This design comes from an exercise in tuning for small area on the open sky130 flow, not from production work. Only simulation tests tie the RTL to the original design; equivalence was not proved. Power and IR drop assume default switching activity.

## flow/constraint.sdc

```tcl
create_clock -name core_clock -period 5.0 [get_ports {sys_clk}]
set_input_delay 1.0000 -clock core_clock [delete_from_list [all_inputs] [get_ports {sys_clk}]]
set_output_delay 1.0000 -clock core_clock [all_outputs]
set_load 0.01 [all_outputs]
```

## flow/run.sh

```bash
#!/bin/bash
# synth_recipe.tcl (not shown) runs the flow's synth.tcl, then flattens the netlist and writes it again
# the make line also repeats each setting of config.mk as NAME=value (left out here)
make -C /OpenROAD-flow-scripts/flow DESIGN_CONFIG=/design/flow/config.mk WORK_HOME=/design/flow/orfs CLKGATE_MAP_FILE= SYNTH_SCRIPT=/design/flow/synth_recipe.tcl finish
```

## flow/design.v

```verilog
`timescale 1ns/10ps
`default_nettype none
module gpio_out_group (
    input  logic                       sys_clk,
    input  logic                       rst_n,
    input  logic                       wr_direct,
    input  logic                       wr_set,
    input  logic                       wr_clr,
    input  logic [32-1:0]  wdata,
    output logic [32-1:0]  gpio_out
);
    logic [32-1:0] state;
    logic ld, keep;
    assign ld   = rst_n & (wr_direct | wr_set);
    assign keep = rst_n & ~wr_direct;
    always_ff @(posedge sys_clk) begin
        state <= (wdata & {32{ld}})
               | (state & {32{keep}} & ~(wdata & {32{wr_clr}}));
    end
    assign gpio_out = state;
endmodule
`default_nettype wire
`timescale 1ns/10ps
`default_nettype none
module gpio_in_group (
    input  logic                       sys_clk,
    input  logic                       rst_n,
    input  logic                       wr_mode,
    input  logic [32-1:0]  wdata,
    input  logic [32-1:0]  gpio_in,
    output logic [32-1:0]  mode,
    output logic [32-1:0]  sampled
);
    logic [32-1:0] sync_q1;
    logic [32-1:0] sync_q2;
    logic rst_d1, rst_d2;
    logic clr;
    always_ff @(posedge sys_clk) begin
        sync_q1 <= gpio_in;
        sync_q2 <= sync_q1;
    end
    always_ff @(posedge sys_clk) begin
        rst_d1 <= ~rst_n;
        rst_d2 <= rst_d1;
    end
    assign clr = ~rst_n | rst_d1 | rst_d2;
    always_ff @(posedge sys_clk) begin
        if (wr_mode || !rst_n) begin
            mode <= wdata | {32{~rst_n}};
        end
    end
    always_ff @(posedge sys_clk) begin
        sampled <= ((sampled & ~mode) | (sync_q2 & mode)) & {32{~clr}};
    end
endmodule
`default_nettype wire
`timescale 1ns/10ps
`default_nettype none
module step_pulse_gen (
    input  logic                        sys_clk,
    input  logic                        rst_n,
    input  logic                        wr_ctrl,
    input  logic                        wr_hp,
    input  logic                        wr_sc,
    input  logic                        wr_status,
    input  logic [16-1:0]   wdata,       
    input  logic [16-1:0]   wdata_r,     
    input  logic                        motor_estop,
    output logic [16-1:0] half_period,
    output logic [16-1:0]   step_count,
    output logic [2:0]                  status,
    output logic                        motor_enable,
    output logic                        motor_dir,
    output logic                        motor_pulse,
    output logic                        motor_irq
);
    logic                        ctrl_en;
    logic                        ctrl_dir;
    logic                        busy;
    logic                        done;
    logic                        estop_latched;
    logic [16-1:0] phase_cnt;
    logic [16-1:0]   steps_left;
    logic phase_end, last_step, low_end, start, abort, finish;
    always_ff @(posedge sys_clk) begin
        if (wr_ctrl || !rst_n) begin
            ctrl_en  <= wdata_r[0];
            ctrl_dir <= wdata_r[1];
        end
    end
    always_ff @(posedge sys_clk) begin
        if (wr_hp || !rst_n) begin
            half_period <= wdata_r;
        end
    end
    always_ff @(posedge sys_clk) begin
        if (wr_sc || !rst_n) begin
            step_count <= wdata_r;
        end
    end
    assign phase_end = ~|phase_cnt[16-1:1];
    assign last_step = (steps_left == 16'(1));
    assign low_end   = busy & ~motor_pulse & phase_end;
    assign start     = wr_sc & ctrl_en & ~busy & (|wdata);
    assign abort     = busy & (motor_estop | (wr_ctrl & ~wdata[0]));
    assign finish    = low_end & last_step;
    always_ff @(posedge sys_clk) begin
        if (!busy || phase_end) begin
            phase_cnt <= half_period;
        end else begin
            phase_cnt <= phase_cnt - 16'(1);
        end
    end
    always_ff @(posedge sys_clk) begin
        steps_left <= busy ? steps_left - 16'(low_end) : wdata;
    end
    always_ff @(posedge sys_clk) begin
        if (!rst_n) begin
            busy        <= 1'b0;
            motor_pulse <= 1'b0;
        end else if (abort) begin
            busy        <= 1'b0;
            motor_pulse <= 1'b0;
        end else if (!busy) begin
            busy        <= start;
            motor_pulse <= start;
        end else if (phase_end) begin
            busy        <= ~(~motor_pulse & last_step);
            motor_pulse <= ~motor_pulse & ~last_step;
        end
    end
    always_ff @(posedge sys_clk) begin
        if (!rst_n) begin
            done <= 1'b0;
        end else if (!abort && finish) begin
            done <= 1'b1;
        end else if (wr_status || start) begin
            done <= 1'b0;
        end
    end
    always_ff @(posedge sys_clk) begin
        if (!rst_n) begin
            estop_latched <= 1'b0;
        end else if (busy && motor_estop) begin
            estop_latched <= 1'b1;
        end else if (wr_status) begin
            estop_latched <= 1'b0;
        end
    end
    assign status       = {estop_latched, done, busy};
    assign motor_enable = ctrl_en;
    assign motor_dir    = ctrl_dir;
    assign motor_irq    = done;
endmodule
`default_nettype wire
`timescale 1ns/10ps
`default_nettype none
module motion_ctrl_top (
    input  logic                           sys_clk,
    input  logic                           rst_n,
    input  logic                           bus_wr,
    input  logic                           bus_rd,
    input  logic [16-1:0]      bus_addr,
    input  logic [32-1:0]      bus_wdata,
    output logic [32-1:0]      bus_rdata,
    output logic                           rd_valid,
    input  logic [32-1:0]      gpio_in,
    output logic [32-1:0]      gpio_out,
    input  logic [2-1:0] motor_estop,
    output logic [2-1:0] motor_enable,
    output logic [2-1:0] motor_dir,
    output logic [2-1:0] motor_pulse,
    output logic [2-1:0] motor_irq
);
    localparam int NM = 2;
    logic [7:0] blk;
    logic [3:0] idx;
    logic       hit_go, hit_gi;
    logic [NM-1:0] hit_m;
    logic       idx0, idx1, idx2, idx3;
    assign blk    = bus_addr[15:8];
    assign idx    = bus_addr[3:0];
    assign hit_go = (blk == 8'h00);
    assign hit_gi = (blk == 8'h01);
    for (genvar m = 0; m < NM; m++) begin : g_hit
        assign hit_m[m] = (blk == 8'(8'h10 + m));
    end
    assign idx0 = (idx == 4'd0);
    assign idx1 = (idx == 4'd1);
    assign idx2 = (idx == 4'd2);
    assign idx3 = (idx == 4'd3);
    logic [16-1:0] wdata_r;
    assign wdata_r = bus_wdata[16-1:0] & {16{rst_n}};
    gpio_out_group u_gpio_out (
        .sys_clk   (sys_clk),
        .rst_n     (rst_n),
        .wr_direct (bus_wr & hit_go & idx0),
        .wr_set    (bus_wr & hit_go & idx1),
        .wr_clr    (bus_wr & hit_go & idx2),
        .wdata     (bus_wdata[32-1:0]),
        .gpio_out  (gpio_out)
    );
    logic [32-1:0] gi_mode, gi_sampled;
    gpio_in_group u_gpio_in (
        .sys_clk (sys_clk),
        .rst_n   (rst_n),
        .wr_mode (bus_wr & hit_gi & idx0),
        .wdata   (bus_wdata[32-1:0]),
        .gpio_in (gpio_in),
        .mode    (gi_mode),
        .sampled (gi_sampled)
    );
    logic [NM-1:0][16-1:0] m_hp;
    logic [NM-1:0][16-1:0]   m_sc;
    logic [NM-1:0][2:0]                  m_status;
    for (genvar m = 0; m < NM; m++) begin : g_motor
        step_pulse_gen u_motor (
            .sys_clk      (sys_clk),
            .rst_n        (rst_n),
            .wr_ctrl      (bus_wr & hit_m[m] & idx0),
            .wr_hp        (bus_wr & hit_m[m] & idx1),
            .wr_sc        (bus_wr & hit_m[m] & idx2),
            .wr_status    (bus_wr & hit_m[m] & idx3),
            .wdata        (bus_wdata[16-1:0]),
            .wdata_r      (wdata_r),
            .motor_estop  (motor_estop[m]),
            .half_period  (m_hp[m]),
            .step_count   (m_sc[m]),
            .status       (m_status[m]),
            .motor_enable (motor_enable[m]),
            .motor_dir    (motor_dir[m]),
            .motor_pulse  (motor_pulse[m]),
            .motor_irq    (motor_irq[m])
        );
    end
    logic [32-1:0] rd_sel;
    always_comb begin
        rd_sel = 32'(gpio_out & {32{hit_go & (idx0 | idx1 | idx2)}})
               | 32'(gi_mode & {32{hit_gi & idx0}})
               | 32'(gi_sampled & {32{hit_gi & idx1}});
        for (int m = 0; m < NM; m++) begin
            rd_sel = rd_sel
                   | 32'({motor_dir[m], motor_enable[m]} & {2{hit_m[m] & idx0}})
                   | 32'(m_hp[m] & {16{hit_m[m] & idx1}})
                   | 32'(m_sc[m] & {16{hit_m[m] & idx2}})
                   | 32'(m_status[m] & {3{hit_m[m] & idx3}});
        end
    end
    always_ff @(posedge sys_clk) begin
        if (bus_rd) begin
            bus_rdata <= rd_sel;     
        end
    end
    always_ff @(posedge sys_clk) begin
        if (!rst_n) begin
            rd_valid <= 1'b0;
        end else begin
            rd_valid <= bus_rd;
        end
    end
endmodule
`default_nettype wire
```

## flow/config.mk

```make
export PLATFORM = sky130hd
export DESIGN_NAME = motion_ctrl_top
export DESIGN_NICKNAME = motion_ctrl_top
export VERILOG_FILES = /design/flow/design.v
export SDC_FILE = /design/flow/constraint.sdc
export NUM_CORES = 4
export LEC_CHECK = 0
export CAP_MARGIN = 20
export CORE_MARGIN = 2
export CORE_UTILIZATION = 60
export CTS_BUF_LIST = sky130_fd_sc_hd__clkbuf_4
export SLEW_MARGIN = 20
```

==> run notes, run 1 <==
Family with the most delay on the worst path: simple AND/OR/NAND/NOR gates
Arr. time, crit path: 3640 ps
Post-Route Hold Slack: 306 ps
H-Tree Level Count: 3
Layout cells sized above 1: 13.9%
Crit path largest cell delay: 700 ps
RSZ-0062 raised after global routing: false
Number of remaining DRC errors: 0
Vias: 9404
Async S/R FF share, synth: 0%
Worst Path Required: 5540 ps
#FFs+latches synth: 335
Comb power frac: 5.8%
Worst Tran Pin Value: 989 ps
DRT Pass-1 Iters: 7
Reg-to-reg endpoint: g_motor[0].u_motor.steps_left[12]
Starting Density: 61.2%
Switching share of power: 22.6%
Hold_sp: u_gpio_in.sync_q1[15]
1st-iter DRT viols: 825
Crit. Startpoint: bus_addr[9]
Grt ovf: 0
Post-CTS resize count: 0
Vias in the first global route: 9471
Sequential share of power: 52.9%
TritonCTS Sinks: 335
Top-level I/O count: 159
Clock group share of total power: 41.3%
Synth Cell Area: 12900 um2
Routed WL: 32100 um
Syn nets: 1203
Site row count: 53
Worst vdd ir: 0.219 mV
Relative slew slack: 33.9%
Hold depth: 0
Die area: 22700 um2
Critical Path Slowest Stage Cell: and3_1
FF-to-FF path depth: 9
Worst hold path class: flop to flop
Largest net degree at the start of global routing: 60
Fmax: 322 MHz
Final Power: 0.00582 W
CP Buf/Inv Count: 2
YS warnings: 4
Bufs on Longest Clock Path: 3
Worst-case clock skew: 42.3 ps
Vias per inst: 5.71
Leak: 6.12 nW
Post-Syn Instances: 1111
Post-route ant nets: 0
Crit share post-route: 62.1%
Cell variety after synth: 57
Final setup viols: 0
Initial antenna violation count: 1
GRT Resource Usage Total: 28.8%
Port Buffer Count: 154
Slew Limit Fails: 0
Setup Buffers After CTS: 0
Area grow syn2layout: 22.0%
Seq/Total Area, Yosys: 62.2%
Die Y: 151 um
Final core utilization: 74.6%
Avg Inst Size Synth: 11.6 um2
Most used DFF post-synth: dfxtp_1
Worst flop-to-flop path startpoint: g_motor[0].u_motor.phase_cnt[11]
Status: finished clean
Startpoint types: input pin
Sum Neg Setup Slack: 0 ps
Worst Path Max Fanout: 23
Worst-Skew Late Latency: 710 ps
Routed wire per std cell: 19.5 um
CP Cell Sequence: clkdlybuf4s50_1 > nor4_4 > and2_1 > and3_1 > buf_4 > a222oi_1 > nand2_1
Final HPWL DP: 20900 um
Pint: 0.00450 W
CTS tree: yes
First-pass GRT wire length: 49500 um
Psw: 0.00131 W
Final hold vios: 0
Core area: 21100 um2
Tmin final: 3110 ps
Register-to-Register Setup Slack: 2050 ps
Setup crit end kind: flop
Worst-path clk slew: 60 ps
TritonCTS Buffers: 82
PwrDens: 370 nW/um2
Nets: 1395
Hold EP: u_gpio_in.sync_q2[15]
Post-synth EDFFs: 132
CP Class: input pin to flop
Max-Cap Viols: 0
Routability-driven placement congestion ratio: 0.878
Hold buffers post-CTS: 0
Root Driver: clkbuf_4
Die width: 151 um
## area by class of cell
| class | count | area (um2) |
|---|---|---|
| flip-flops and latches | 335 | 8030 |
| fillers | 1506 | 5350 |
| multi-input cells | 678 | 4400 |
| repair buffers | 176 | 1700 |
| clock buffers | 132 | 991 |
| well taps | 275 | 344 |
| clock inverters | 20 | 155 |
| inverters | 30 | 113 |
| diodes | 2 | 5.00 |
## cell usage after synthesis, types with 8 or more instances
cell type | number | area share [%]
buf_4 | 15 | 0.87
dfxtp_1 | 203 | 32
a22oi_1 | 9 | 0.52
nand2_1 | 91 | 2.6
mux2i_1 | 34 | 2.6
o21ai_1 | 59 | 2.3
nand4_1 | 11 | 0.53
a222oi_1 | 39 | 3.0
inv_1 | 28 | 0.81
xor2_1 | 15 | 1.0
nand3_1 | 15 | 0.58
edfxtp_1 | 132 | 31
a22o_1 | 43 | 2.9
a21oi_1 | 37 | 1.4
nor4_1 | 16 | 0.78
nand2b_1 | 32 | 1.6
nor3_1 | 18 | 0.70
xnor2_1 | 34 | 2.3
and2_1 | 47 | 2.3
nor2_1 | 97 | 2.8
buf_1 | 8 | 0.23
clkbuf_1 | 24 | 0.70
buf_2 | 17 | 0.66
## cell families after synthesis
logic type / count (synthesis) / share of synthesized area (%)
XOR/XNOR: 49 / 3.33
flip-flops: 335 / 62.2
adder cells (fa/ha/maj): 6 / 0.582
AO/OA/AOI/OAI: 216 / 11.9
multiplexers: 42 / 3.42
buffers and inverters: 98 / 3.69
AND/OR/NAND/NOR: 365 / 14.9
## metal layers
layer  up-vias  GRT usage (%)  wire length, um
li1       4488              -                -
met1      4433           38.5            13300
met2       422           46.1            15200
met3        61           6.00             2870
met4         0           11.6              787
met5         -              0                0
## power by group through the flow
stage                     combinational (W)  clock, W  sequential (W)
after CTS                          0.000338   0.00245         0.00308
after detailed placement           0.000336         0         0.00314
after global placement             0.000329         0         0.00313
after global routing               0.000368   0.00258         0.00309
final                              0.000338   0.00240         0.00308
after floorplan                    0.000167         0         0.00311
## worst register-to-register path, delay by kind of cell, from the launching register on
kind            cells  cell delay [ps]
xor+xnor            1              150
simple gates        5             1760
compound gates      1               70
flops               1              360
fa+ha+maj           2              510
## placed cells by master (no fill, tap or decap), drive strengths merged, types with 21 or more instances in the layout
cell           netlist  final
nand2               92     92
nand2b              32     32
nor3                23     23
o21ai               62     62
buf                 44     24
a222oi              39     39
xnor2               34     34
mux2i               34     34
a21oi               37     37
nor2                97     97
edfxtp             132    132
nor4                21     21
and2                47     47
clkbuf              24    132
dfxtp              203    203
a22o                43     43
clkdlybuf4s50        0    152
inv                 30     32
## worst max-delay path by stage
stage                     depth (start not counted)                           endpoint  slack, ps
after floorplan                                   3  g_motor[0].u_motor.half_period[0]       1740
after global placement                            7                       bus_rdata[4]       1400
after detailed placement                          7                      bus_rdata[17]       1290
after CTS                                         7                       bus_rdata[4]       2010
after global routing                              9  g_motor[0].u_motor.steps_left[12]       1790
final                                             7                       bus_rdata[4]       1890
## through the flow
step	instances	setup WS [ps]	instance area, um2
final	1648	1890	15700
after global routing	1648	1790	15700
after CTS	1646	2010	15700
after detailed placement	1494	1290	14600
after global placement	1494	1400	14600
after floorplan	1111	1740	12900
==> inputs of run 2 (changes only) <==
--- a/flow/config.mk
+++ b/flow/config.mk
@@ -7,6 +7,5 @@
 export LEC_CHECK = 0
 export CAP_MARGIN = 20
 export CORE_MARGIN = 2
-export CORE_UTILIZATION = 60
-export CTS_BUF_LIST = sky130_fd_sc_hd__clkbuf_4
+export CORE_UTILIZATION = 40
 export SLEW_MARGIN = 20
==> run 2 against run 1 <==
Net effect: routed wire length grew 7.0%; sequential power is essentially flat; highest routed layer unchanged; via count shrank 2.6%; critical path depth is the same; global-route usage shrank 8.5 points.
==> run notes, run 2 <==
Bufs on Longest Clock Path: 3 (unchanged)
YS warnings: 4 (unchanged)
Most common cell after layout, fill and taps aside: dfxtp_1
Port Buffer Count: 154 (unchanged)
Post-synth top cells: dfxtp_1, edfxtp_1, nor2_1
Final setup viols: 0 (unchanged)
CP Cell Sequence: clkdlybuf4s50_1 > nor4_4 > and2_1 > and3_1 > nand2_1 > nand2_1 > buf_4
Top cell type's share of synthesized area: 31.5% (unchanged)
Ranking of synthesized cells by area: dfxtp_1, edfxtp_1, a222oi_1
1st-iter DRT viols: 781 (-5.3%)
Routability-driven placement congestion ratio: 0.835 (-4.9%)
Avg Inst Size Synth: 11.6 um2 (unchanged)
Async S/R FF share, synth: 0% (unchanged)
Area grow syn2layout: 24.1%
Register area: 8030 um2 (about the same)
Layout cells sized above 1: 8.14% (-5.7 points)
Worst-case clock skew: 22.9 ps (-19.4 ps)
Crit path largest cell delay: 680 ps (-20 ps)
Initial antenna violation count: 2 (+1)
# diodes: 0 (-2)
Slew Limit Fails: 0 (unchanged)
Hold_sp: u_gpio_in.sync_q1[22]
Worst hold path class: flop to flop
Worst slack, placed: 1280 ps (-9.37 ps)
Post-Syn Instances: 1111 (unchanged)
TritonCTS Buffers: 37 (-55%)
Crit share post-route: 65.3% (+3.2 points)
Startpoint types: input pin
RSZ-0062 raised after global routing: false
Worst Setup Slack, final: 1740 ps (-158 ps)
Worst Path Max Fanout: 16 (-30%)
Multi-input gate area: 4400 um2 (about the same)
H-Tree Level Count: 2 (-1)
Largest net degree at the start of global routing: 57 (-5.0%)
DRT Pass-1 Iters: 7 (unchanged)
Vias: 9159 (-2.6%)
Seq/Total Area, Yosys: 62.2% (unchanged)
Worst Path Required: 5170 ps (-370 ps)
Fmax: 306 MHz (-4.8%)
Nets: 1354 (-2.9%)
Routed WL: 34300 um (+7.0%)
Worst path most repeated cell: nand2_1
Final HPWL DP: 22600 um (+8.3%)
Top-level I/O count: 159 (unchanged)
Grt ovf: 0 (unchanged)
Number of remaining DRC errors: 0 (unchanged)
Max-Cap Viols: 0 (unchanged)
Setup Buffers After CTS: 0 (unchanged)
Leak: 6.05 nW (-1.1%)
Starting Density: 40.8% (-20 points)
Synth area leader: dfxtp_1
Final hold vios: 0 (unchanged)
CP Class: input pin to flop
Register-to-Register Setup Slack: 1960 ps (-90 ps)
Core area: 31600 um2 (+50%)
# fillers: 2838 (+88%)
CTS tree: yes
PwrDens: 383 nW/um2 (+3.5%)
Hold EP: u_gpio_in.sync_q2[22]
Relative slew slack: 33.7% (-0.15 points)
Vias in the first global route: 9022 (-4.7%)
Most frequent cells in the layout: dfxtp_1, clkdlybuf4s50_1, edfxtp_1
Worst Tran Pin Value: 994 ps (+4.67 ps)
Site row count: 65 (+23%)
Vias per inst: 5.41 (-5.1%)
Hold depth: 0 (unchanged)
Die Y: 184 um (+22%)
Worst vdd ir: 0.232 mV (+6.2%)
Critical Path Slowest Stage Cell: and3_1
GRT Resource Usage Total: 20.3% (-8.5 points)
Most used DFF post-synth: dfxtp_1
TritonCTS Sinks: 335 (unchanged)
Synth Cell Area: 12900 um2 (unchanged)
Worst-path clk slew: 60 ps (about the same)
Post-CTS resize count: 0 (unchanged)
Post-synth EDFFs: 132 (unchanged)
Setup crit end kind: flop
Syn nets: 1203 (unchanged)
Root Driver: clkbuf_16
Cell variety after synth: 57 (unchanged)
Routed wire per std cell: 20.3 um (+4.2%)
Hold buffers post-CTS: 0 (unchanged)
CP Buf/Inv Count: 2 (unchanged)
Family with the most delay on the worst path: simple AND/OR/NAND/NOR gates
Worst-Skew Late Latency: 520 ps (-190 ps)
Arr. time, crit path: 3440 ps (-200 ps)
Status: finished clean
Sum Neg Setup Slack: 0 ps (unchanged)
Top-count cell post-synth: dfxtp_1
Reg-to-reg endpoint: g_motor[0].u_motor.steps_left[12]
Post-route ant nets: 0 (unchanged)
Tmin final: 3260 ps (+158 ps)
First-pass GRT wire length: 51900 um (+4.7%)
Die width: 184 um (+22%)
Worst flop-to-flop path startpoint: g_motor[0].u_motor.phase_cnt[6]
#FFs+latches synth: 335 (unchanged)
Die area: 33700 um2 (+49%)
FF-to-FF path depth: 9 (unchanged)
==> run 2: layout make-up <==
cell class | instances | share of cell area, %
Clock buffer | 58 | 6.99
Clock inverter | 9 | 0.641
Inverter | 30 | 0.704
Multi-Input combinational cell | 678 | 27.5
Sequential cell | 335 | 50.2
Tap cell | 402 | 3.14
Timing Repair Buffer | 180 | 10.9
==> run 2: metal layers <==
| metal | GRT usage (%) | vias up | routed length, um |
|---|---|---|---|
| met5 | 0 | - | 0 |
| met4 | 6.05 | 0 | 738 |
| met3 | 3.39 | 60 | 2150 |
| met2 | 32.7 | 310 | 16100 |
| met1 | 28.1 | 4448 | 15300 |
| li1 | - | 4341 | - |
==> run 2: per-stage QoR <==
step                instances  power (W)  hold slack, ps  utilization [%]  cell area, um2
floorplan                1111    0.00328             310                -           12900
global placement         1625    0.00347             311             46.7           14800
detailed placement       1625    0.00348             312             46.7           14800
CTS                      1692    0.00618             322             50.6           16000
global route             1692    0.00633             329             50.6           16000
finish                   1692    0.00613             324             50.6           16000
==> run 2: worst max path at each step <==
stage	startpoint	to	slack, ps	cells after the start
global placement	bus_addr[9]	g_motor[0].u_motor.step_count[7]	1340	7
CTS	bus_addr[15]	g_motor[0].u_motor.step_count[7]	1810	7
finish	bus_addr[9]	g_motor[0].u_motor.step_count[7]	1740	7
global route	bus_addr[15]	g_motor[0].u_motor.step_count[7]	1600	7
detailed placement	bus_addr[15]	g_motor[0].u_motor.step_count[7]	1280	7
floorplan	bus_addr[9]	g_motor[0].u_motor.half_period[0]	1740	3
==> run 2: kinds of logic (layout without fill, tap and decap cells) <==
family,Yosys count,count (layout),share of synthesized area (%)
simple gates,365,365,14.9
flops,335,335,62.2
compound gates,216,216,11.9
buf+inv,98,277,3.69
xor+xnor,49,49,3.33
mux,42,42,3.42
fa+ha+maj,6,6,0.582
==> run 2: power breakdown <==
group,internal [W],switching [W],total [W]
Sequential,0.00299,0.0000876,0.00308
Clock,0.00164,0.00106,0.00270
Combinational,0.000163,0.000181,0.000345
Total,0.00480,0.00133,0.00613
==> inputs of run 3 (changes only) <==
==> flow/flow/run.sh (new file) <==
#!/bin/bash
# Standard ORFS layout (the standard.sh, unchanged synthesis) with:
#  - the smallest buffer for the port buffers,
#  - clock tree from small clock buffers without dummy loads,
#  - non-critical gates downsized after global routing.
set -euo pipefail
export BUFFER_PORTS_ARGS="-buffer_cell sky130_fd_sc_hd__buf_1"
export CTS_ARGS="-sink_clustering_enable -repair_clock_nets -dont_use_dummy_load -buf_list sky130_fd_sc_hd__clkbuf_4"
export RECOVER_POWER=100
bash standard.sh finish > standard_flow.log 2>&1
==> flow/standard.sh (new file) <==
#!/bin/bash
# synth_recipe.tcl (not shown) runs the flow's synth.tcl, then flattens the netlist and writes it again
# the make line also repeats each setting of config.mk as NAME=value (left out here)
make -C /OpenROAD-flow-scripts/flow DESIGN_CONFIG=/design/flow/config.mk WORK_HOME=/design/flow/orfs CLKGATE_MAP_FILE= SYNTH_SCRIPT=/design/flow/synth_recipe.tcl "${@:-finish}"
removed: flow/run.sh
==> run 3 against run 2 <==
Net effect: now fails the layout checks on capacitance limit, slew limit; synthesized area is the same; register-to-register slack lost 50 ps; flip-flop and latch count is the same; fmax shrank 17%; clock power shrank 36%; clock skew grew 46 ps; die area is the same; final area shrank 10%; power shrank 17%; global-route usage grew 0.18 points; critical endpoint is now u_gpio_in.mode[9]; largest cell class unchanged; largest power group unchanged; highest routed layer unchanged.
==> run notes, run 3 <==
Status: failed layout checks
Placed Instances: 1622 (-0.18%)
Die area: 33700 um2 (unchanged)
Largest net degree at the start of global routing: 89 (+56%)
H-Tree Level Count: 3 (+1)
TritonCTS Sinks: 335 (unchanged)
Ranking of synthesized cells by area: dfxtp_1, edfxtp_1, a222oi_1
TritonCTS Buffers: 86 (+130%)
YS warnings: 4 (unchanged)
Clock group share of total power: 34.0% (-10 points)
Vias: 9351 (+2.1%)
Area grow syn2layout: 11.4%
Post-synth top cells: dfxtp_1, edfxtp_1, nor2_1
Setup Buffers After CTS: 0 (unchanged)
Crit share post-route: 79.0% (+14 points)
Synth Cell Area: 12900 um2 (unchanged)
Post-Syn Instances: 1111 (unchanged)
Worst-case clock skew: 68.8 ps (+45.9 ps)
Tmin final: 3950 ps (+686 ps)
Port Buffer Count: 154 (unchanged)
Switching share of power: 23.8% (+2.1 points)
Final Instance Count excl. Fillers: 1711 (+1.1%)
Final setup viols: 0 (unchanged)
Grt ovf: 0 (unchanged)
First-pass GRT wire length: 51700 um (-0.40%)
Worst path most repeated cell: nand2_1
Seq/Total Area, Yosys: 62.2% (unchanged)
Layout cells sized above 1: 9.10% (+0.97 points)
RSZ-0062 raised after global routing: false
Worst-Skew Late Latency: 710 ps (+190 ps)
Vias per inst: 5.47 (+0.96%)
Worst Path Required: 5310 ps (+140 ps)
PwrDens: 354 nW/um2 (-7.5%)
Post-route ant nets: 0 (unchanged)
Worst flop-to-flop path startpoint: g_motor[0].u_motor.phase_cnt[6]
Vias in the first global route: 9046 (+0.27%)
Cell variety after synth: 57 (unchanged)
Startpoint types: input pin
Sequential share of power: 60.5% (+10 points)
CP Cell Sequence: buf_1 > nor4_1 > nand3_1 > nor2_1 > clkbuf_1 > nand2_1 > nand2_1 > buf_4
CTS tree: yes
Hold_sp: u_gpio_in.sync_q1[6]
Worst-path clk slew: 60 ps (about the same)
Worst vdd ir: 0.172 mV (-26%)
Psw: 0.00121 W (-8.7%)
Comb power frac: 5.5% (about the same)
Family with the most delay on the worst path: simple AND/OR/NAND/NOR gates
Routability-driven placement congestion ratio: 0.866 (+3.7%)
Critical Path Slowest Stage Cell: clkbuf_1
Fmax: 253 MHz (-17%)
Die width: 184 um (unchanged)
Routed WL: 34900 um (+1.6%)
Final hold vios: 0 (unchanged)
Worst Path Max Fanout: 19 (+3)
Hold buffers post-CTS: 0 (unchanged)
Crit path largest cell delay: 830 ps (+150 ps)
Max-Cap Viols: 3 (+3)
Most common cell after layout, fill and taps aside: dfxtp_1
Syn nets: 1203 (unchanged)
Post-synth EDFFs: 132 (unchanged)
Worst Tran Pin Value: 2220 ps (+1230 ps)
GRT Resource Usage Total: 20.5% (+0.18 points)
Bufs on Longest Clock Path: 3 (unchanged)
Core area: 31600 um2 (unchanged)
Root Driver: clkbuf_4
Post-CTS resize count: 0 (unchanged)
#FFs+latches synth: 335 (unchanged)
Avg Inst Size Synth: 11.6 um2 (unchanged)
DRT Pass-1 Iters: 8 (+1)
Leak: 5.40 nW (-11%)
Top-level I/O count: 159 (unchanged)
Setup crit end kind: flop
Crit. Startpoint: bus_addr[9]
Final HPWL DP: 22700 um (+0.24%)
Nets: 1401 (+3.5%)
Worst hold path class: flop to flop
Number of remaining DRC errors: 0 (unchanged)
Top-count cell post-synth: dfxtp_1
Relative slew slack: -48.1% (-82 points)
CP Buf/Inv Count: 3 (+1)
Starting Density: 40.8% (unchanged)
Violated checks: capacitance limit, slew limit
Site row count: 65 (unchanged)
Routed wire per std cell: 20.4 um (+0.52%)
Initial antenna violation count: 2 (unchanged)
Most used DFF post-synth: dfxtp_1
Slew Limit Fails: 100 (+100)
Async S/R FF share, synth: 0% (unchanged)
Pint: 0.00387 W (-19%)
Sum Neg Setup Slack: 0 ps (unchanged)
Arr. time, crit path: 4260 ps (+820 ps)
1st-iter DRT viols: 879 (+13%)
CP Class: input pin to flop
Top cell type's share of synthesized area: 31.5% (unchanged)
Die Y: 184 um (unchanged)
Most frequent cells in the layout: dfxtp_1, buf_1, edfxtp_1
Synth area leader: dfxtp_1
-- run 3: cell count changes in the layout (fill, tap and decap cells not counted), sizes merged --
cell,delta
buf,+138
bufinv,-2
clkbuf,+40
clkdlybuf4s50,-152
clkinv,-6
diode,+2
inv,-1
-- run 3: per-stage QoR --
step           total power, W  hold slack (ps)  instance area [um2]  util (%)  worst slack (ps)
2_1_floorplan         0.00328              310                12900         -              1740
3_3_place_gp          0.00341              310                13800      43.6              1290
3_5_place_dp          0.00342              312                13800      43.6              1280
4_1_cts               0.00516              319                14400      45.7              1890
5_1_grt               0.00532              305                14400      45.4               927
6_report              0.00509              313                14400      45.4              1050
-- run 3: area by class of cell --
class / count / area (um2)
timing repair buffer: 178 / 728
multi-input combinational: 678 / 4350
inverter: 30 / 113
antenna: 2 / 5.00
tap: 402 / 503
fill: 3001 / 17300
sequential: 335 / 8030
clock buffer: 86 / 646
-- run 3: worst paths after layout --
path,to,slack (ps),depth (start not counted)
worst min-delay path,u_gpio_in.sync_q2[6],310,0
worst max register to register,g_motor[0].u_motor.steps_left[14],1910,9
worst max-delay path,u_gpio_in.mode[9],1050,8
worst min register to register,u_gpio_in.sync_q2[6],310,0
-- run 3: cell families after synthesis --
logic type      synth area share (%)
compound gates                  11.9
xor+xnor                        3.33
fa+ha+maj                      0.582
buf+inv                         3.69
flops                           62.2
mux                             3.42
simple gates                    14.9
-- run 3: metal layers --
| metal | GRT usage (%) | routed length [um] | vias to the layer above |
|---|---|---|---|
| li1 | - | - | 4430 |
| met1 | 27.0 | 15200 | 4444 |
| met2 | 32.2 | 16100 | 400 |
| met3 | 5.41 | 2850 | 77 |
| met4 | 7.97 | 843 | 0 |
| met5 | 0 | 0 | - |
-- run 3: power groups by stage --
stage	Sequential [W]	Combinational, W	Clock (W)
6_report	0.00308	0.000281	0.00173
3_5_place_dp	0.00313	0.000289	0
5_1_grt	0.00309	0.000309	0.00192
4_1_cts	0.00308	0.000290	0.00179
3_3_place_gp	0.00313	0.000283	0
2_1_floorplan	0.00311	0.000167	0
==> inputs of run 4 (changes only) <==
==> flow/flow/run.sh (replaced) <==
#!/bin/bash
# The standard layout (standard.sh, unchanged synthesis), with the
# smallest buffer on the ports and a clock tree of a few large clusters
# without dummy loads.
set -euo pipefail
export BUFFER_PORTS_ARGS="-buffer_cell sky130_fd_sc_hd__buf_1"
export CTS_ARGS="-sink_clustering_enable -repair_clock_nets -dont_use_dummy_load -sink_clustering_size 24 -sink_clustering_max_diameter 80"
bash standard.sh finish > standard_flow.log 2>&1
==> run 4 against run 3 <==
Net effect: the run now finishes clean; via count fell by 4.6%; non-clock buffer count fell by 1; synthesized area did not move; first-iteration DRC count fell by 0.34%; synthesized cell count did not move; worst hold slack improved by 14 ps; count of clock-buffer cells in the layout fell by 68; global-route usage fell by 0.80 points; largest cell class unchanged; largest power group unchanged.
==> run notes, run 4 <==
Worst vdd ir: 0.173 mV (+0.66%)
Grt ovf: 0 (unchanged)
RSZ-0062 raised after global routing: false
Most used DFF post-synth: dfxtp_1
Max-Cap Viols: 0 (-3)
Routability-driven placement congestion ratio: 0.866 (unchanged)
Initial antenna violation count: 1 (-1)
Ranking of synthesized cells by area: dfxtp_1, edfxtp_1, a222oi_1
Starting Density: 40.8% (unchanged)
Worst-Skew Late Latency: 520 ps (-190 ps)
Port Buffer Count: 154 (unchanged)
TritonCTS Buffers: 18 (-79%)
CP Class: input pin to flop
Routed WL: 34000 um (-2.5%)
Setup Buffers After CTS: 0 (unchanged)
DRT Pass-1 Iters: 7 (-1)
Die area: 33700 um2 (unchanged)
Async S/R FF share, synth: 0% (unchanged)
Sum Neg Setup Slack: 0 ps (unchanged)
Largest net degree at the start of global routing: 89 (unchanged)
PwrDens: 340 nW/um2 (-3.9%)
Avg Inst Size Synth: 11.6 um2 (unchanged)
Routed wire per std cell: 20.8 um (+1.7%)
Top-count cell post-synth: dfxtp_1
Final hold vios: 0 (unchanged)
Post-CTS resize count: 0 (unchanged)
First-pass GRT wire length: 50400 um (-2.5%)
Grt peak-use layer: met2
Number of remaining DRC errors: 0 (unchanged)
Synth Cell Area: 12900 um2 (unchanged)
Most frequent cells in the layout: dfxtp_1, buf_1, edfxtp_1
CP Cell Sequence: buf_1 > nor2_1 > nand3_1 > nor2_2 > buf_4 > nand2_1 > nand2_1 > buf_4
Pint: 0.00374 W (-3.5%)
Site row count: 65 (unchanged)
Vias in the first global route: 8479 (-6.3%)
GRT Resource Usage Total: 19.7% (-0.80 points)
#FFs+latches synth: 335 (unchanged)
Crit path largest cell delay: 480 ps (-350 ps)
Post-Route Hold Slack: 327 ps (+13.6 ps)
Met1 Track Usage GR: 27.6% (+0.57 points)
Fmax: 310 MHz (+22%)
YS warnings: 4 (unchanged)
Layout cells sized above 1: 5.65% (-3.5 points)
Worst Path Required: 5150 ps (-160 ps)
Status: finished clean
Switching share of power: 22.8% (-1.0 points)
Setup crit end kind: flop
Critical Path Slowest Stage Cell: nor2_2
Sequential share of power: 63.4% (+2.9 points)
Hold buffers post-CTS: 0 (unchanged)
Top cell type's share of synthesized area: 31.5% (unchanged)
Post-synth EDFFs: 132 (unchanged)
Top-level I/O count: 159 (unchanged)
Leak: 5.27 nW (-2.5%)
Crit share post-route: 64.6% (-14 points)
TritonCTS Sinks: 335 (unchanged)
Comb power frac: 6.0% (+0.5 points)
Nets: 1332 (-4.9%)
Root Driver: clkbuf_16
# diodes: 0 (-2)
Clock group share of total power: 30.6% (-3.4 points)
Post-Syn Instances: 1111 (unchanged)
Final HPWL DP: 22700 um (unchanged)
Syn nets: 1203 (unchanged)
Worst-path clk slew: 60 ps (about the same)
Post-route ant nets: 0 (unchanged)
Arr. time, crit path: 3380 ps (-880 ps)
CTS tree: yes
Area grow syn2layout: 10.5%
Worst hold path class: flop to flop
Met2 usage: 31.9% (-0.29 points)
Vias: 8923 (-4.6%)
Cell variety after synth: 57 (unchanged)
Psw: 0.00111 W (-8.7%)
Most common cell after layout, fill and taps aside: dfxtp_1
1st-iter DRT viols: 876 (-0.34%)
H-Tree Level Count: 1 (-2)
Worst Tran Pin Value: 1030 ps (-1190 ps)
Seq/Total Area, Yosys: 62.2% (unchanged)
Final setup viols: 0 (unchanged)
Bufs on Longest Clock Path: 3 (unchanged)
Synth area leader: dfxtp_1
Family with the most delay on the worst path: simple AND/OR/NAND/NOR gates
Worst-case clock skew: 46.5 ps (-22.3 ps)
Global Route met3 Usage: 3.45% (-2.0 points)
Die width: 184 um (unchanged)
CP Buf/Inv Count: 3 (unchanged)
Register-to-Register Setup Slack: 1960 ps (+50 ps)
Startpoint types: input pin
Worst Path Max Fanout: 19 (unchanged)
Die Y: 184 um (unchanged)
Tmin final: 3230 ps (-721 ps)
Relative slew slack: 31.0% (+79 points)
Vias per inst: 5.44 (-0.45%)
Slew Limit Fails: 0 (-100%)
Core area: 31600 um2 (unchanged)
Post-synth top cells: dfxtp_1, edfxtp_1, nor2_1
[run 4: changes by cell type in the layout (fill, tap and decap cells not counted), moves of 2 or more]
cell       change
and2_0        -15
and2_1        +15
buf_1          +2
buf_4          +7
clkbuf_1      -12
clkbuf_16     +18
clkbuf_4      -86
diode_2        -2
inv_1          -2
inv_2          +2
nor4_1         -2
nor4_4         +2
o21ai_0       -53
o21ai_1       +53
[run 4: kinds of logic (layout without fill, tap and decap cells)]
logic type	Yosys count	after routing	share of synthesized area, %
fa+ha+maj	6	6	0.582
buf+inv	98	225	3.69
compound gates	216	216	11.9
flops	335	335	62.2
mux	42	42	3.42
xor+xnor	49	49	3.33
simple gates	365	365	14.9
[run 4: through the flow]
step / setup slack, ps / std cells / total power [W] / area [um2] / utilization, %
final: 1770 / 1640 / 0.00485 / 14200 / 45.0
after global routing: 1600 / 1640 / 0.00501 / 14200 / 45.0
after CTS: 1790 / 1640 / 0.00489 / 14200 / 45.0
after detailed placement: 1280 / 1622 / 0.00342 / 13800 / 43.6
after global placement: 1290 / 1622 / 0.00341 / 13800 / 43.6
after floorplan: 1740 / 1111 / 0.00328 / 12900 / -
[run 4: metal layers]
layer  share of wire [%]  up-vias
met5                   0        -
met4                 2.1        0
met3                 7.5       45
met2                  46      309
met1                  45     4315
li1                    -     4254
[run 4: area by class of cell]
type / instances / area [um2]
tap: 402 / 503
clock buffer: 18 / 450
inverter: 30 / 113
timing repair buffer: 177 / 753
sequential: 335 / 8030
multi-input combinational: 678 / 4400
fill: 2973 / 17400
[run 4: final timing paths]
check	cells after the start	to	from
worst max-delay path	8	u_gpio_in.mode[9]	bus_addr[1]
worst min-delay path	0	u_gpio_in.sync_q2[8]	u_gpio_in.sync_q1[8]
worst max register to register	9	g_motor[0].u_motor.steps_left[12]	g_motor[0].u_motor.phase_cnt[5]
worst min register to register	0	u_gpio_in.sync_q2[8]	u_gpio_in.sync_q1[8]
[run 4: worst reg2reg max path: cells and delay by family (launching register included)]
kind / cells / cell delay, ps
XOR/XNOR: 1 / 150
flip-flops: 1 / 370
AND/OR/NAND/NOR: 5 / 1780
AO/OA/AOI/OAI: 1 / 80
adder cells (fa/ha/maj): 2 / 550
[run 4: power by group through the flow]
stage	Combinational [W]	Sequential [W]	Clock, W
finish	0.000288	0.00307	0.00149
global route	0.000318	0.00309	0.00161
CTS	0.000290	0.00307	0.00153
detailed placement	0.000289	0.00313	0
global placement	0.000283	0.00313	0
floorplan	0.000167	0.00311	0
==> inputs of run 5 (changes only) <==
==> flow/flow/run.sh (replaced) <==
#!/bin/bash
# The standard layout (standard.sh) with an area-oriented ABC script in
# synthesis, the smallest buffer on the ports and a clock tree of a few
# large clusters without dummy loads.
set -euo pipefail
here=$(pwd)
export MY_ABC_SCRIPT="$here/flow/abc_area.script"
export BUFFER_PORTS_ARGS="-buffer_cell sky130_fd_sc_hd__buf_1"
export CTS_ARGS="-sink_clustering_enable -repair_clock_nets -dont_use_dummy_load -sink_clustering_size 24 -sink_clustering_max_diameter 80"
bash standard.sh SYNTH_SCRIPT="$here/flow/synth.tcl" finish > standard_flow.log 2>&1
==> flow/flow/abc_area.script (new file) <==
strash
&get -n
&st
&dch
&nf -a
&put
==> flow/flow/synth.tcl (new file) <==
# synth_recipe.tcl with an area-oriented ABC script for the logic mapping;
# flip-flop mapping, flattening and renaming as in the standard synthesis.
proc synth {args} { yosys synth -nofsm -noshare {*}$args }
proc abc {args} {
  set i [lsearch -exact $args -script]
  if {$i >= 0} {
    set args [lreplace $args $i [expr {$i + 1}] -script $::env(MY_ABC_SCRIPT)]
  }
  yosys abc {*}$args
}
source $::env(SCRIPTS_DIR)/synth.tcl
# left out here: clear keep_hierarchy, flatten, clean up, hide names made inside functions, write 1_2_yosys.v
==> run 5 against run 4 <==
Net effect: combinational power shrank 14%; power shrank 1.2%; worst hold slack lost 33 ps; fmax shrank 6.0%; clock skew grew 11 ps; final area shrank 2.4%; cell count shrank 3.4%; non-clock buffer count shrank 7; sequential power is essentially flat; setup slack lost 210 ps; first-iteration DRC count shrank 5.7%; highest routed layer unchanged; synthesized cell count shrank 9.2%; largest cell class unchanged.
==> run notes, run 5 <==
Max-Cap Viols: 0 (unchanged)
Post-CTS resize count: 0 (unchanged)
Site row count: 64 (-1.5%)
Largest net degree at the start of global routing: 59 (-34%)
Top-level I/O count: 159 (unchanged)
Top cell type's share of synthesized area: 33.2% (+1.7 points)
Post-route ant nets: 0 (unchanged)
Tmin final: 3440 ps (+208 ps)
Initial antenna violation count: 0 (-1)
GRT Resource Usage Total: 19.9% (+0.22 points)
Post-synth top cells: dfxtp_1, edfxtp_1, nor2_1
Routed WL: 32200 um (-5.4%)
Number of remaining DRC errors: 0 (unchanged)
First-pass GRT wire length: 48200 um (-4.4%)
Startpoint types: flop
Leak: 4.79 nW (-9.1%)
Async S/R FF share, synth: 0% (unchanged)
Avg Inst Size Synth: 12.1 um2 (+4.4%)
Setup Buffers After CTS: 0 (unchanged)
DRT Pass-1 Iters: 6 (-1)
Ranking of synthesized cells by area: dfxtp_1, edfxtp_1, nor2_1
CP Cell Sequence: nor4_1 > nand4_1 > nor3_1 > ha_1 > or3b_1 > nor4_1 > nand2_1 > xor2_1 > a21oi_1
YS warnings: 4 (unchanged)
PwrDens: 344 nW/um2 (+1.2%)
Cell variety after synth: 44 (-23%)
Final setup viols: 0 (unchanged)
1st-iter DRT viols: 826 (-5.7%)
Worst vdd ir: 0.247 mV (+43%)
Die Y: 179 um (-2.6%)
Most frequent cells in the layout: dfxtp_1, buf_1, edfxtp_1
#FFs+latches synth: 335 (unchanged)
Status: finished clean
Synth area leader: dfxtp_1
Final hold vios: 0 (unchanged)
Syn nets: 1101 (-8.5%)
Worst-case clock skew: 57.0 ps (+10.5 ps)
Area grow syn2layout: 13.7%
Final HPWL DP: 20100 um (-11%)
Worst slack, placed: 1400 ps (+125 ps)
Routability-driven placement congestion ratio: 0.848 (-2.1%)
Most common cell after layout, fill and taps aside: dfxtp_1
Hold buffers post-CTS: 0 (unchanged)
TritonCTS Sinks: 335 (unchanged)
Crit path largest cell delay: 640 ps (+160 ps)
Arr. time, crit path: 3880 ps (+500 ps)
Worst Setup Slack, final: 1560 ps (-208 ps)
Worst-Skew Late Latency: 520 ps (about the same)
Relative slew slack: 31.8% (+0.89 points)
Vias in the first global route: 8280 (-2.3%)
# fillers: 2818 (-5.2%)
Die area: 32000 um2 (-5.1%)
Routed wire per std cell: 20.3 um (-2.1%)
Final Instance Count excl. Fillers: 1585 (-3.4%)
Crit share post-route: 68.7% (+4.2 points)
Sum Neg Setup Slack: 0 ps (unchanged)
Worst Path Max Fanout: 6 (-13)
Layout cells sized above 1: 3.95% (-1.7 points)
Most used DFF post-synth: dfxtp_1
Seq/Total Area, Yosys: 65.6% (+3.4 points)
Die width: 179 um (-2.6%)
Setup crit end kind: flop
Core area: 30300 um2 (-4.1%)
Worst Tran Pin Value: 1020 ps (-14.1 ps)
Worst Path Required: 5440 ps (+290 ps)
Port Buffer Count: 154 (unchanged)
CP Class: flop to flop
# diodes: 0 (unchanged)
Slew Limit Fails: 0 (unchanged)
Grt ovf: 0 (unchanged)
Nets: 1283 (-3.7%)
Root Driver: clkbuf_16
Worst-path clk slew: 100 ps (+40 ps)
Vias per inst: 5.45 (+0.15%)
Bufs on Longest Clock Path: 3 (unchanged)
H-Tree Level Count: 1 (unchanged)
Vias: 8637 (-3.2%)
Top-count cell post-synth: dfxtp_1
RSZ-0062 raised after global routing: false
TritonCTS Buffers: 18 (unchanged)
Post-synth EDFFs: 132 (unchanged)
Starting Density: 40.3% (-0.46 points)
Synth Cell Area: 12200 um2 (-5.2%)
Worst hold path class: flop to flop
Placed Instances: 1567 (-3.4%)
Register-to-Register Setup Slack: 1560 ps (-400 ps)
Fmax: 291 MHz (-6.0%)
CTS tree: yes
Post-Syn Instances: 1009 (-9.2%)
Worst path most repeated cell: nor4_1
Critical Path Slowest Stage Cell: nor4_1
run 5: cell count changes in the layout (fill, tap and decap cells not counted), moves of 11 or more:
cell	previous run	this run
a22o_1	43	2
a22oi_1	9	35
a32o_1	2	31
and2_0	0	19
and2_1	47	0
clkinv_1	0	28
inv_1	28	0
nand3_1	15	26
o21ai_0	3	34
o21ai_1	59	2
run 5: critical path, delay by kind of cell, from the launching register on:
family                   cells  cell delay, ps
XOR/XNOR                     1             160
flip-flops                   1             340
AO/OA/AOI/OAI                1             130
AND/OR/NAND/NOR              6            2490
adder cells (fa/ha/maj)      1             250
run 5: cell type report:
class	count	area (um2)	area share, %
Inverter	28	105	0.756
Timing Repair Buffer	170	713	5.13
Multi-Input combinational cell	638	4120	29.6
Tap cell	396	495	3.56
Clock buffer	18	450	3.24
Sequential cell	335	8030	57.7
run 5: final timing paths:
kind,end,cells after the start,start
max reg2reg,g_motor[0].u_motor.steps_left[15],9,g_motor[0].u_motor.phase_cnt[6]
max,g_motor[0].u_motor.steps_left[15],9,g_motor[0].u_motor.phase_cnt[6]
min,u_gpio_in.rst_d2,0,u_gpio_in.rst_d1
min reg2reg,u_gpio_in.rst_d2,0,u_gpio_in.rst_d1
run 5: logic make-up after synthesis:
logic type / Yosys count / synth area share (%)
flip-flops: 335 / 65.6
multiplexers: 33 / 2.71
AND/OR/NAND/NOR: 356 / 14.3
AO/OA/AOI/OAI: 190 / 11.6
adder cells (fa/ha/maj): 6 / 0.614
buffers and inverters: 36 / 1.35
XOR/XNOR: 53 / 3.80
run 5: per-layer routing:
layer	part of all wire [%]	track usage, %	vias up	wire length, um
li1	-	-	4140	-
met1	41	25.7	4168	13400
met2	49	34.0	275	15900
met3	6.8	3.67	54	2180
met4	2.3	5.52	0	741
met5	0	0	-	0
run 5: per-stage QoR:
stage | util (%) | hold WS (ps) | area [um2] | power (W)
2_1_floorplan | - | 310 | 12200 | 0.00324
6_report | 45.8 | 294 | 13900 | 0.00479
4_1_cts | 45.8 | 304 | 13900 | 0.00485
5_1_grt | 45.8 | 314 | 13900 | 0.00496
3_5_place_dp | 44.3 | 312 | 13500 | 0.00339
3_3_place_gp | 44.3 | 310 | 13500 | 0.00338
run 5: power breakdown:
part	switching [W]	internal (W)	leakage [nW]	total, W
clock	0.000819	0.000646	0.222	0.00147
sequential	0.0000871	0.00299	2.99	0.00307
combinational	0.000156	0.0000909	1.57	0.000247
total	0.00106	0.00372	4.79	0.00479
==> inputs of run 6 (changes only) <==
--- a/flow/flow/run.sh
+++ b/flow/flow/run.sh
@@ -6,5 +6,5 @@
 here=$(pwd)
 export MY_ABC_SCRIPT="$here/flow/abc_area.script"
 export BUFFER_PORTS_ARGS="-buffer_cell sky130_fd_sc_hd__buf_1"
-export CTS_ARGS="-sink_clustering_enable -repair_clock_nets -dont_use_dummy_load -sink_clustering_size 24 -sink_clustering_max_diameter 80"
+export CTS_ARGS="-sink_clustering_enable -repair_clock_nets -dont_use_dummy_load -sink_clustering_size 16 -sink_clustering_max_diameter 60 -buf_list sky130_fd_sc_hd__clkbuf_8"
 bash standard.sh SYNTH_SCRIPT="$here/flow/synth.tcl" finish > standard_flow.log 2>&1
==> run 6 against run 5 <==
Net effect: sequential power barely moved; register-to-register slack barely moved; synthesized area did not move; critical endpoint unchanged; setup slack got worse by 12 ps; count of clock-buffer cells in the layout rose by 9; flip-flop and latch count did not move; via count rose by 1.6%; critical path depth did not move; clock power fell by 12%; critical path type unchanged; still clean; first-iteration DRC count fell by 5.1%.
==> run notes, run 6 <==
Hold buffers post-CTS: 0 (unchanged)
Post-synth EDFFs: 132 (unchanged)
Sum Neg Setup Slack: 0 ps (unchanged)
TritonCTS Buffers: 27 (+9)
Initial antenna violation count: 1 (+1)
Arr. time, crit path: 3920 ps (+40 ps)
Tmin final: 3450 ps (+12.1 ps)
Status: finished clean
PwrDens: 334 nW/um2 (-2.8%)
Setup Buffers After CTS: 0 (unchanged)
Seq/Total Area, Yosys: 65.6% (unchanged)
Worst path most repeated cell: nor4_1
Site row count: 64 (unchanged)
Final hold vios: 0 (unchanged)
1st-iter DRT viols: 784 (-5.1%)
Port Buffer Count: 154 (unchanged)
Routability-driven placement congestion ratio: 0.848 (unchanged)
Register-to-Register Setup Slack: 1550 ps (about the same)
CP Class: flop to flop
H-Tree Level Count: 1 (unchanged)
Syn nets: 1101 (unchanged)
First-pass GRT wire length: 48400 um (+0.44%)
Final Instance Area: 13800 um2 (-0.57%)
Die width: 179 um (unchanged)
GRT Resource Usage Total: 20.0% (+0.096 points)
Max-Cap Viols: 0 (unchanged)
Synth area leader: dfxtp_1
Vias per inst: 5.50 (+1.0%)
Post-Route Hold Slack: 295 ps (+0.718 ps)
Largest net degree at the start of global routing: 59 (unchanged)
Slew Limit Fails: 0 (unchanged)
Hold EP: u_gpio_in.sync_q2[0]
Final setup viols: 0 (unchanged)
Worst-path clk slew: 100 ps (about the same)
Post-route ant nets: 0 (unchanged)
Worst Path Max Fanout: 6 (unchanged)
Most common cell after layout, fill and taps aside: dfxtp_1
Nets: 1292 (+0.70%)
Top-count cell post-synth: dfxtp_1
Vias: 8773 (+1.6%)
Hold_sp: u_gpio_in.sync_q1[0]
Vias in the first global route: 8298 (+0.22%)
Async S/R FF share, synth: 0% (unchanged)
Worst flop-to-flop path startpoint: g_motor[0].u_motor.phase_cnt[6]
Setup crit end kind: flop
CP Buf/Inv Count: 0 (unchanged)
Family with the most delay on the worst path: simple AND/OR/NAND/NOR gates
Crit share post-route: 69.0% (+0.24 points)
RSZ-0062 raised after global routing: false
Die Y: 179 um (unchanged)
Critical Path Slowest Stage Cell: nor4_1
Number of remaining DRC errors: 0 (unchanged)
Most frequent cells in the layout: dfxtp_1, buf_1, edfxtp_1
Cell variety after synth: 44 (unchanged)
Worst-case clock skew: 69.3 ps (+12.3 ps)
Worst Tran Pin Value: 1020 ps (-1.53 ps)
CP Cell Sequence: nor4_1 > nand4_1 > nor3_1 > ha_1 > or3b_1 > nor4_1 > nand2_1 > xor2_1 > a21oi_1
Worst vdd ir: 0.159 mV (-36%)
Avg Inst Size Synth: 12.1 um2 (unchanged)
Core area: 30300 um2 (unchanged)
Bufs on Longest Clock Path: 3 (unchanged)
Post-CTS resize count: 0 (unchanged)
Leak: 4.76 nW (-0.58%)
Post-Syn Instances: 1009 (unchanged)
Reg-to-reg endpoint: g_motor[0].u_motor.steps_left[15]
Starting Density: 40.3% (unchanged)
Routed WL: 32300 um (+0.13%)
Synth Cell Area: 12200 um2 (unchanged)
FF-to-FF path depth: 9 (unchanged)
TritonCTS Sinks: 335 (unchanged)
CTS tree: yes
YS warnings: 4 (unchanged)
Most used DFF post-synth: dfxtp_1
Startpoint types: flop
# diodes: 0 (unchanged)
Post-Place Cell Area: 13500 um2 (unchanged)
#FFs+latches synth: 335 (unchanged)
Routed wire per std cell: 20.2 um (-0.43%)
Crit path largest cell delay: 640 ps (about the same)
Final HPWL DP: 20100 um (unchanged)
DRT Pass-1 Iters: 8 (+2)
Hold depth: 0 (unchanged)
Ranking of synthesized cells by area: dfxtp_1, edfxtp_1, nor2_1
Layout cells sized above 1: 4.67% (+0.72 points)
Grt ovf: 0 (unchanged)
# fillers: 2825 (+0.25%)
Post-synth top cells: dfxtp_1, edfxtp_1, nor2_1
Root Driver: clkbuf_8
Worst-Skew Late Latency: 590 ps (+70 ps)
Relative slew slack: 32.0% (+0.16 points)
Top cell type's share of synthesized area: 33.2% (unchanged)
Fmax: 290 MHz (-0.35%)
Die area: 32000 um2 (unchanged)
Worst hold path class: flop to flop
Area grow syn2layout: 13.1%
Worst Path Required: 5470 ps (+30 ps)
Top-level I/O count: 159 (unchanged)
==> run 6: cell counts after synthesis <==
Identical to the previous run, type by type.
==> run 6: how the worst max path moves through the flow <==
stage	from	slack [ps]	end	cells after the start
after floorplan	bus_addr[12]	130	bus_rdata[2]	5
after global routing	g_motor[0].u_motor.phase_cnt[8]	1220	g_motor[0].u_motor.steps_left[15]	9
after CTS	g_motor[0].u_motor.phase_cnt[6]	1600	g_motor[0].u_motor.steps_left[15]	9
final	g_motor[0].u_motor.phase_cnt[6]	1550	g_motor[0].u_motor.steps_left[15]	9
after detailed placement	bus_addr[0]	1400	g_motor[1].u_motor.step_count[7]	6
after global placement	bus_addr[0]	1440	g_motor[1].u_motor.step_count[7]	6
==> run 6: final cells by class <==
type | count | area, um2 | share of cell area [%]
Sequential cell | 335 | 8030 | 58.0
Multi-Input combinational cell | 638 | 4120 | 29.8
Timing Repair Buffer | 170 | 713 | 5.16
Tap cell | 396 | 495 | 3.58
Clock buffer | 27 | 372 | 2.69
Inverter | 28 | 105 | 0.760
==> run 6: per-stage QoR <==
step,cells,power [W],utilization [%],setup slack [ps]
2_1_floorplan,1009,0.00324,-,125
3_3_place_gp,1567,0.00338,44.3,1440
3_5_place_dp,1567,0.00339,44.3,1400
4_1_cts,1594,0.00468,45.6,1600
5_1_grt,1594,0.00481,45.6,1220
6_report,1594,0.00462,45.6,1550
==> run 6: worst reg2reg max path: cells and delay by family, from the launching register on <==
kind / cells / cell delay [ps]
DFF: 1 / 350
xor gates and xnor gates: 1 / 160
AOI/OAI and AO/OA: 1 / 130
adders and majority gates: 1 / 250
and+or+nand+nor: 6 / 2480
==> run 6: layer usage <==
layer	wire length [um]	global-route usage [%]
met1	13500	26.3
met2	16000	34.2
met3	2170	3.41
met4	613	4.91
met5	0	0
==> run 6: cell families after synthesis <==
group           count (synthesis)  synth area share (%)
compound gates                190                  11.6
xor+xnor                       53                  3.80
fa+ha+maj                       6                 0.614
buf+inv                        36                  1.35
flops                         335                  65.6
mux                            33                  2.71
simple gates                  356                  14.3
==> run 6: power by group <==
| group | switching, W | internal [W] |
|---|---|---|
| combinational | 0.000156 | 0.0000909 |
| sequential | 0.0000872 | 0.00299 |
| clock | 0.000820 | 0.000482 |
| total | 0.00106 | 0.00356 |
==> inputs of run 7 (changes only) <==
==> flow/flow/abc_area.script (replaced) <==
strash
&get -n
&st
&syn2
&dch -f
&nf -a
&put
==> run 7 against run 6 <==
Net effect: cell count is the same; worst hold slack gained 37 ps; final area decreased by 0.85%; register-to-register slack worse by 450 ps; setup slack worse by 450 ps; sequential power hardly changed; power fell by 0.31%; sequential share of layout area grew 0.50 points; fmax down 12%.
==> run notes, run 7 <==
Final HPWL DP: 21400 um (+6.4%)
Startpoint types: flop
Routability-driven placement congestion ratio: 0.879 (+3.6%)
CP Cell Sequence: nor4_1 > nand2_1 > nor4_1 > ha_1 > ha_1 > or3b_1 > nor4_1 > nand3b_1 > xor2_1 > a21oi_1
Worst hold path class: flop to flop
Routed wire per std cell: 20.4 um (+0.99%)
Max-Cap Viols: 0 (unchanged)
Final setup viols: 0 (unchanged)
Largest net degree at the start of global routing: 48 (-19%)
Hold buffers post-CTS: 0 (unchanged)
TritonCTS Sinks: 335 (unchanged)
Worst Tran Pin Value: 1070 ps (+49.8 ps)
CP Class: flop to flop
Synth area leader: dfxtp_1
# fillers: 2864 (+1.4%)
Routed WL: 32600 um (+0.99%)
Die Y: 178 um (-0.37%)
Final hold vios: 0 (unchanged)
1st-iter DRT viols: 804 (+2.6%)
Area grow syn2layout: 13.0%
Most common cell after layout, fill and taps aside: dfxtp_1
YS warnings: 4 (unchanged)
Setup Buffers After CTS: 0 (unchanged)
Die area: 31800 um2 (-0.73%)
Worst-path clk slew: 90 ps (about the same)
Crit path largest cell delay: 670 ps (+30 ps)
Cell variety after synth: 42 (-4.5%)
Arr. time, crit path: 4410 ps (+490 ps)
Worst Path Max Fanout: 5 (-1)
CTS tree: yes
Post-synth EDFFs: 132 (unchanged)
Seq/Total Area, Yosys: 66.1% (+0.49 points)
PwrDens: 336 nW/um2 (+0.55%)
Port Buffer Count: 154 (unchanged)
Layout cells sized above 1: 4.66% (-0.016 points)
Post-synth top cells: dfxtp_1, edfxtp_1, nor2_1
Fmax: 256 MHz (-12%)
Top cell type's share of synthesized area: 33.5% (+0.25 points)
H-Tree Level Count: 1 (unchanged)
Core area: 29800 um2 (-1.8%)
Tmin final: 3900 ps (+453 ps)
Setup crit end kind: flop
Final Instance Area: 13700 um2 (-0.85%)
Worst-case clock skew: 29.5 ps (-39.8 ps)
Synth Cell Area: 12100 um2 (-0.75%)
Leak: 4.71 nW (-1.1%)
Relative slew slack: 28.9% (-3.2 points)
Final core utilization: 46.0% (+0.45 points)
RSZ-0062 raised after global routing: false
Die width: 178 um (-0.37%)
Starting Density: 40.7% (+0.44 points)
Syn nets: 1101 (unchanged)
Worst-Skew Late Latency: 580 ps (about the same)
Async S/R FF share, synth: 0% (unchanged)
Site row count: 63 (-1.6%)
Ranking of synthesized cells by area: dfxtp_1, edfxtp_1, nor2_1
Critical Path Slowest Stage Cell: nor4_1
Post-CTS resize count: 0 (unchanged)
Vias: 8838 (+0.74%)
Bufs on Longest Clock Path: 3 (unchanged)
Grt ovf: 0 (unchanged)
Sum Neg Setup Slack: 0 ps (unchanged)
Most frequent cells in the layout: dfxtp_1, buf_1, edfxtp_1
DRT Pass-1 Iters: 6 (-2)
Vias per inst: 5.54 (+0.74%)
Worst path most repeated cell: nor4_1
Slew Limit Fails: 0 (unchanged)
TritonCTS Buffers: 27 (unchanged)
Avg Inst Size Synth: 12.0 um2 (-0.75%)
Most used DFF post-synth: dfxtp_1
Top-count cell post-synth: dfxtp_1
Post-route ant nets: 0 (unchanged)
Post-Syn Instances: 1009 (unchanged)
Status: finished clean
#FFs+latches synth: 335 (unchanged)
Root Driver: clkbuf_8
GRT Resource Usage Total: 20.3% (+0.36 points)
Initial antenna violation count: 2 (+1)
Top-level I/O count: 159 (unchanged)
First-pass GRT wire length: 48900 um (+1.1%)
Post-Place Cell Area: 13300 um2 (-0.93%)
Number of remaining DRC errors: 0 (unchanged)
Worst vdd ir: 0.178 mV (+12%)
Nets: 1296 (+0.31%)
Crit share post-route: 78.0% (+9.1 points)
Worst Path Required: 5510 ps (+40 ps)
Vias in the first global route: 8502 (+2.5%)
==> run 7: changes by cell type after synthesis, moves of 9 or more <==
cell     previous run  this run
nand2_1            91        77
nor2_1             94       130
nor4_1             23        14
xor2_1             23        12
nor3_1             28        13
a31oi_1             0        20
==> run 7: final timing paths <==
kind / startpoint / end / slack (ps) / cells past startpoint
hold reg to reg: u_gpio_in.sync_q1[13] / u_gpio_in.sync_q2[13] / 330 / 0
hold / removal: u_gpio_in.sync_q1[13] / u_gpio_in.sync_q2[13] / 330 / 0
setup / recovery: g_motor[1].u_motor.phase_cnt[8] / g_motor[1].u_motor.steps_left[14] / 1100 / 10
setup reg to reg: g_motor[1].u_motor.phase_cnt[8] / g_motor[1].u_motor.steps_left[14] / 1100 / 10
==> run 7: layout make-up <==
type / count / area [um2] / area share [%]
clock buffer: 27 / 372 / 2.71
timing repair buffer: 174 / 753 / 5.49
antenna: 2 / 5.00 / 0.0365
tap: 390 / 488 / 3.56
sequential: 335 / 8030 / 58.5
inverter: 24 / 90.1 / 0.657
multi-input combinational: 642 / 3980 / 29.0
==> run 7: cells by family (layout without fill, tap and decap cells) <==
kind of cell / Yosys count / in the layout / synth area share (%)
fa+ha+maj: 6 / 6 / 0.618
mux: 32 / 32 / 2.64
xor+xnor: 34 / 34 / 2.45
compound gates: 206 / 206 / 12.5
flops: 335 / 335 / 66.1
buf+inv: 32 / 225 / 1.24
simple gates: 364 / 364 / 14.5
other cells: 0 / 2 / 0
==> run 7: per-stage QoR <==
stage,worst slack [ps],power [W],cells,hold WS [ps]
6_report,1100,0.00461,1594,332
5_1_grt,823,0.00480,1593,340
4_1_cts,1130,0.00466,1591,335
3_5_place_dp,1150,0.00337,1564,312
3_3_place_gp,1180,0.00337,1564,310
2_1_floorplan,1080,0.00323,1009,310
==> run 7: layer usage <==
layer | GRT usage, % | wire, um
met2 | 32.3 | 14900
met4 | 4.44 | 622
met5 | 0 | 0
met1 | 28.1 | 14300
met3 | 5.29 | 2840
==> run 7: worst max-delay path: cells and delay by family (launching register included) <==
| family | cells | cell delay (ps) |
|---|---|---|
| AO/OA/AOI/OAI | 1 | 140 |
| AND/OR/NAND/NOR | 6 | 2680 |
| flip-flops | 1 | 340 |
| XOR/XNOR | 1 | 170 |
| adder cells (fa/ha/maj) | 2 | 510 |
==> run 7: report_power, final <==
part / internal, W / switching [W] / leakage [nW]
logic: 0.0000902 / 0.000155 / 1.52
registers: 0.00299 / 0.0000816 / 2.99
clock network: 0.000482 / 0.000815 / 0.194
total: 0.00356 / 0.00105 / 4.71

port drivers added, routing unchanged:
The results above use ideal ports. As a check the final layouts listed here were re-extracted and re-timed, cells and wires unchanged.
Step 1 assumes that a clkbuf_16 drives the clock port and a buf_2 every other input.
Step 2 adds t to the input delays and takes it off the output delays; t is the mean of the earliest and latest rising clock arrival at the registers after step 1. Input paths then give back, and output paths get back, about the clock's delay inside the block.
a / b / c = no drivers / after step 1 / after step 2; a / b = the first two.
run | shift t [ns] | setup slack, ns | worst slew at a driven data input, ns
run 1 | 0.734 | 1.894 / 1.915 / 1.181 | 0.05
run 2 | 0.561 | 1.736 / 1.770 / 1.209 | 0.06
run 3 | 0.723 | 1.050 / 1.077 / 0.354 | 0.06
run 4 | 0.551 | 1.771 / 1.770 / 1.219 | 0.07
run 5 | 0.538 | 1.563 / 1.563 / 1.420 | 0.05
run 6 | 0.603 | 1.551 / 1.551 / 1.372 | 0.05
run 7 | 0.608 | 1.098 / 1.098 / 1.098 | 0.07
For run 1, which loses most, drivers alone change the setup slack by +0.021 ns; drivers and shift together by -0.713 ns.
